From an optimization exercise on the open Yosys and OpenROAD flow, aimed at small area, a short achievable clock period and few clock cycles per item; shortcuts taken in it are not production practice. Power is estimated from default activity; no workload was simulated.

rev 12:
==> flow/design.v (excerpt) <==
module snn_ff_core
(
    input  logic       CLK,
    input  logic       rst,
    input  logic [4:0] aer_in_addr,     
    input  logic       aer_in_req,
    output logic       aer_in_ack,
    input  logic       prog_en,
    input  logic [3:0] prog_pre,
    input  logic [2:0] prog_post,
    input  logic [7:0] prog_weight,
    output logic [2:0] aer_out_addr,
    output logic       aer_out_req,
    input  logic       aer_out_ack,
    output logic       sample_done,
    output logic [9:0] goodness
);
    localparam int NPRE  = 16;
    localparam int NPOST = 8;
    localparam int QD    = 2;                
    logic [NPOST*8-1:0] weights [NPRE];
    logic               pe_q;
    logic [3:0]         pp_q;
    logic [2:0]         pq_q;
    logic [7:0]         pw_q;
    always_ff @(posedge CLK) begin
        pe_q <= prog_en & ~rst;
        pp_q <= prog_pre;
        pq_q <= prog_post;
        pw_q <= prog_weight;
        if (pe_q) begin
            weights[pp_q][pq_q*8 +: 8] <= pw_q;
        end
    end
    logic            in_rdy;         
    logic            wv;             
    logic            wt;             
    logic [NPRE-1:0] wsel;           
    logic            take;
    logic            go;             
    assign aer_in_ack = aer_in_req & in_rdy;
    assign take       = aer_in_req & in_rdy;
    always_ff @(posedge CLK) begin
        if (take) begin
            wt <= aer_in_addr[4];
            for (int p = 0; p < NPRE; p++) wsel[p] <= (aer_in_addr[3:0] == 4'(p));
        end
    end
    logic [10:0]        mem    [NPOST];
    logic [10:0]        mem_ev [NPOST];
    logic [NPOST-1:0]   fmask;
    logic [NPOST*8-1:0] row;
    logic [2:0]         tick_no;
    logic               last;        
    always_comb begin
        row = '0;
        for (int p = 0; p < NPRE; p++) begin
            row = row | (weights[p] & {NPOST*8{wsel[p]}});
        end
    end
    always_comb begin
        for (int i = 0; i < NPOST; i++) begin
            logic [11:0] s;
            s = {1'b0, mem[i]} + {{4{row[i*8+7]}}, row[i*8 +: 8]};
  ...
Size in the first run: about 3300 cells after synthesis, about 41 I/O pins, ~49000 um^2 of cells after synthesis.
==> module snn_ff_core, before the edit <==
module snn_ff_core
(
    input  logic       CLK,
    input  logic       rst,
    input  logic [4:0] aer_in_addr,     
    input  logic       aer_in_req,
    output logic       aer_in_ack,
    input  logic       prog_en,
    input  logic [3:0] prog_pre,
    input  logic [2:0] prog_post,
    input  logic [7:0] prog_weight,
    output logic [2:0] aer_out_addr,
    output logic       aer_out_req,
    input  logic       aer_out_ack,
    output logic       sample_done,
    output logic [9:0] goodness
);
    localparam int NPRE  = 16;
    localparam int NPOST = 8;
    localparam int QD    = 2;                
    logic [NPOST*8-1:0] weights [NPRE];
    logic               pe_q;
    logic [3:0]         pp_q;
    logic [2:0]         pq_q;
    logic [7:0]         pw_q;
    always_ff @(posedge CLK) begin
        pe_q <= prog_en & ~rst;
        pp_q <= prog_pre;
        pq_q <= prog_post;
        pw_q <= prog_weight;
        if (pe_q) begin
            weights[pp_q][pq_q*8 +: 8] <= pw_q;
        end
    end
    logic            in_rdy;         
    logic            wv;             
    logic            wt;             
    logic [NPRE-1:0] wsel;           
    logic            take;
    logic            go;             
    assign aer_in_ack = aer_in_req & in_rdy;
    assign take       = aer_in_req & in_rdy;
    always_ff @(posedge CLK) begin
        if (take) begin
            wt <= aer_in_addr[4];
            for (int p = 0; p < NPRE; p++) wsel[p] <= (aer_in_addr[3:0] == 4'(p));
        end
    end
    logic [10:0]        mem    [NPOST];
    logic [10:0]        mem_ev [NPOST];
    logic [NPOST-1:0]   fmask;
    logic [NPOST*8-1:0] row;
    logic [2:0]         tick_no;
    logic               last;        
    always_comb begin
        row = '0;
        for (int p = 0; p < NPRE; p++) begin
            row = row | (weights[p] & {NPOST*8{wsel[p]}});
        end
    end
    always_comb begin
        for (int i = 0; i < NPOST; i++) begin
            logic [11:0] s;
            s = {1'b0, mem[i]} + {{4{row[i*8+7]}}, row[i*8 +: 8]};
            if (s[11]) mem_ev[i] = row[i*8+7] ? 11'd0 : 11'd2047;
            else       mem_ev[i] = s[10:0];
            fmask[i] = |mem[i][10:6];
        end
    end
    assign last = (tick_no == 3'(8 - 1));
    logic [NPOST-1:0] hm;            
    logic             hl;            
    logic             hv;            
    logic [2:0]       ha;            
    logic [NPOST:0]   qe [QD];       
    logic [$clog2(QD+1)-1:0] qn;
    logic             ack_q;
    logic             sent;          
    logic             push;
    logic             qfull;
    logic [NPOST-1:0] hm_rest, hm_n;
    logic             hl_n;
    logic [$clog2(QD+1)-1:0] qn_n;
    logic             done_now;      
    logic             pop, byp, pushq;
    logic [2:0]       ha_n;
    assign aer_out_req  = hv & ~aer_out_ack;
    assign aer_out_addr = ha;
    assign sent         = aer_out_ack & ~ack_q & hv;
    assign qfull = (qn == QD);
    assign go    = wv & (~wt | ~qfull | ~(|fmask | last));
    assign push  = go & wt & (|fmask | last);
    always_comb begin
        hm_rest  = sent ? (hm & (hm - 1'b1)) : hm;
        done_now = (hm_rest == '0) && hl;
        pop      = (hm_rest == '0) && (qn != 0);
        byp      = (hm_rest == '0) && (qn == 0) && push;
        pushq    = push && !byp;
        qn_n     = qn - pop + pushq;
        if (pop) begin
            hm_n = qe[0][NPOST-1:0];
            hl_n = qe[0][NPOST];
        end else if (byp) begin
            hm_n = fmask;
            hl_n = last;
        end else begin
            hm_n = hm_rest;
            hl_n = hl && !done_now;
        end
        ha_n = '0;
        for (int i = NPOST - 1; i >= 0; i--) begin
            if (hm_n[i]) ha_n = 3'(i);
        end
    end
    always_ff @(posedge CLK) begin
        if (rst) begin
            hm    <= '0;
            hl    <= 1'b0;
            hv    <= 1'b0;
            qn    <= '0;
            ack_q <= 1'b0;
        end else begin
            hm    <= hm_n;
            hl    <= hl_n;
            hv    <= |hm_n;
            qn    <= qn_n;
            ack_q <= aer_out_ack;
        end
        ha <= ha_n;
    end
    always_ff @(posedge CLK) begin
        for (int i = 0; i < QD; i++) begin
            if (pushq && qn - pop == $bits(qn)'(i)) qe[i] <= {last, fmask};
            else if (pop && i < QD - 1)               qe[i] <= qe[i + 1];
        end
    end
    always_ff @(posedge CLK) begin
        if (rst) begin
            wv      <= 1'b0;
            in_rdy  <= 1'b1;
            tick_no <= '0;
            for (int i = 0; i < NPOST; i++) mem[i] <= '0;
        end else begin
            wv     <= take | (wv & ~go);
            in_rdy <= ~(take ? (aer_in_addr[4] & (qn_n == QD))
                             : (wv & ~go & wt & (qn_n == QD)));
            if (go) begin
                if (!wt) begin
                    for (int i = 0; i < NPOST; i++) mem[i] <= mem_ev[i];
                end else begin
                    tick_no <= tick_no + 1'b1;
                    for (int i = 0; i < NPOST; i++) begin
                        if (fmask[i] || last) mem[i] <= '0;
                    end
                end
            end
        end
    end
    logic       s1;              
    logic [2:0] sq;              
    logic       fin;             
    logic [2:0] cnt [NPOST];     
    logic [9:0] gsum;
    assign goodness = gsum;
    always_ff @(posedge CLK) begin
        sq <= ha;
        if (rst) begin
            s1          <= 1'b0;
            fin         <= 1'b0;
            sample_done <= 1'b0;
            gsum        <= '0;
            for (int i = 0; i < NPOST; i++) cnt[i] <= '0;
        end else begin
            s1          <= sent;
            fin         <= done_now;
            sample_done <= fin;
            if (sample_done) begin
                gsum <= '0;
                for (int i = 0; i < NPOST; i++) cnt[i] <= '0;
            end else if (s1) begin
                gsum    <= gsum + {6'd0, cnt[sq], 1'b1};
                cnt[sq] <= cnt[sq] + 1'b1;
            end
        end
    end
endmodule
==> flow/config.mk <==
export PLATFORM = sky130hd
export DESIGN_NAME = snn_ff_core
export DESIGN_NICKNAME = snn_ff_core
export VERILOG_FILES = /design/flow/design.v
export SDC_FILE = /design/flow/constraint.sdc
export NUM_CORES = 4
export LEC_CHECK = 0
export CAP_MARGIN = 20
export CORE_MARGIN = 2
export CORE_UTILIZATION = 40
export SETUP_SLACK_MARGIN = 5
export SLEW_MARGIN = 20
==> flow/constraint.sdc <==
create_clock -name core_clock -period 9.0 [get_ports {CLK}]
set_input_delay 1.8000 -clock core_clock [delete_from_list [all_inputs] [get_ports {CLK}]]
set_output_delay 1.8000 -clock core_clock [all_outputs]
set_load 0.01 [all_outputs]
run.sh (not shown) runs the stock make flow with config.mk's settings and CLKGATE_MAP_FILE= SYNTH_SCRIPT=/design/flow/synth_recipe.tcl, a recipe that flattens the netlist after the stock synthesis.
diff inputs: rev 12 => rev 13
diff --git a/flow/design.v b/flow/design.v
--- a/flow/design.v
+++ b/flow/design.v
@@ -41,21 +41,13 @@
 );
     localparam int NPRE  = 16;
     localparam int NPOST = 8;
     localparam int QD    = 2;                
     logic [NPOST*8-1:0] weights [NPRE];
-    logic               pe_q;
-    logic [3:0]         pp_q;
-    logic [2:0]         pq_q;
-    logic [7:0]         pw_q;
-    always_ff @(posedge CLK) begin
-        pe_q <= prog_en & ~rst;
-        pp_q <= prog_pre;
-        pq_q <= prog_post;
-        pw_q <= prog_weight;
-        if (pe_q) begin
-            weights[pp_q][pq_q*8 +: 8] <= pw_q;
+    always_ff @(posedge CLK) begin
+        if (prog_en) begin
+            weights[prog_pre][prog_post*8 +: 8] <= prog_weight;
         end
     end
     logic            in_rdy;         
     logic            wv;             
     logic            wt;             
==> summary.txt <==
- In summary, rev 13 completed successfully, with a layout that passed the timing, design-rule and antenna checks.
- Between rev 13 and rev 12, the critical path depth is lower for rev 13.
- Total power: rev 13 below rev 12
- Count of inserted antenna diode cells: rev 13 vs rev 12 down 9
- [compare] base=rev 12 new=rev 13: synthesized area dropped 1.2%; post-route cell area stayed essentially flat.
- Rev 13 ended up with prog_en as its origin of the worst setup path; rev 12 ended up with aer_in_req.
Function was not checked in any run of this note: the RTL went through the layout flow alone.

[what the ideal ports hide]
How much do the figures lean on ideal ports? The routed layouts below were timed once more, with nothing changed but the port constraints. Step 1 assumes that a clkbuf_16 drives the clock port and a buf_2 every other input. Step 2 adds t to the input delays and takes it off the output delays; t is the mean of the earliest and latest rising clock arrival at the registers after step 1. Input paths then give back, and output paths get back, about the clock's delay inside the block. Three values: ideal, step 1, step 2; two values: the first two.
| run | t (ns) | slack for setup (ns) | cell pins on the clock port's net |
|---|---|---|---|
| rev 12 | 0.774 | 4.871 / 4.831 / 4.431 | 1 |
| rev 13 | 0.778 | 4.749 / 4.790 / 4.012 | 1 |
After both steps every run listed still meets setup and hold. The setup slack of rev 13, which loses most, moves by +0.041 ns with the drivers and by -0.737 ns with both steps.
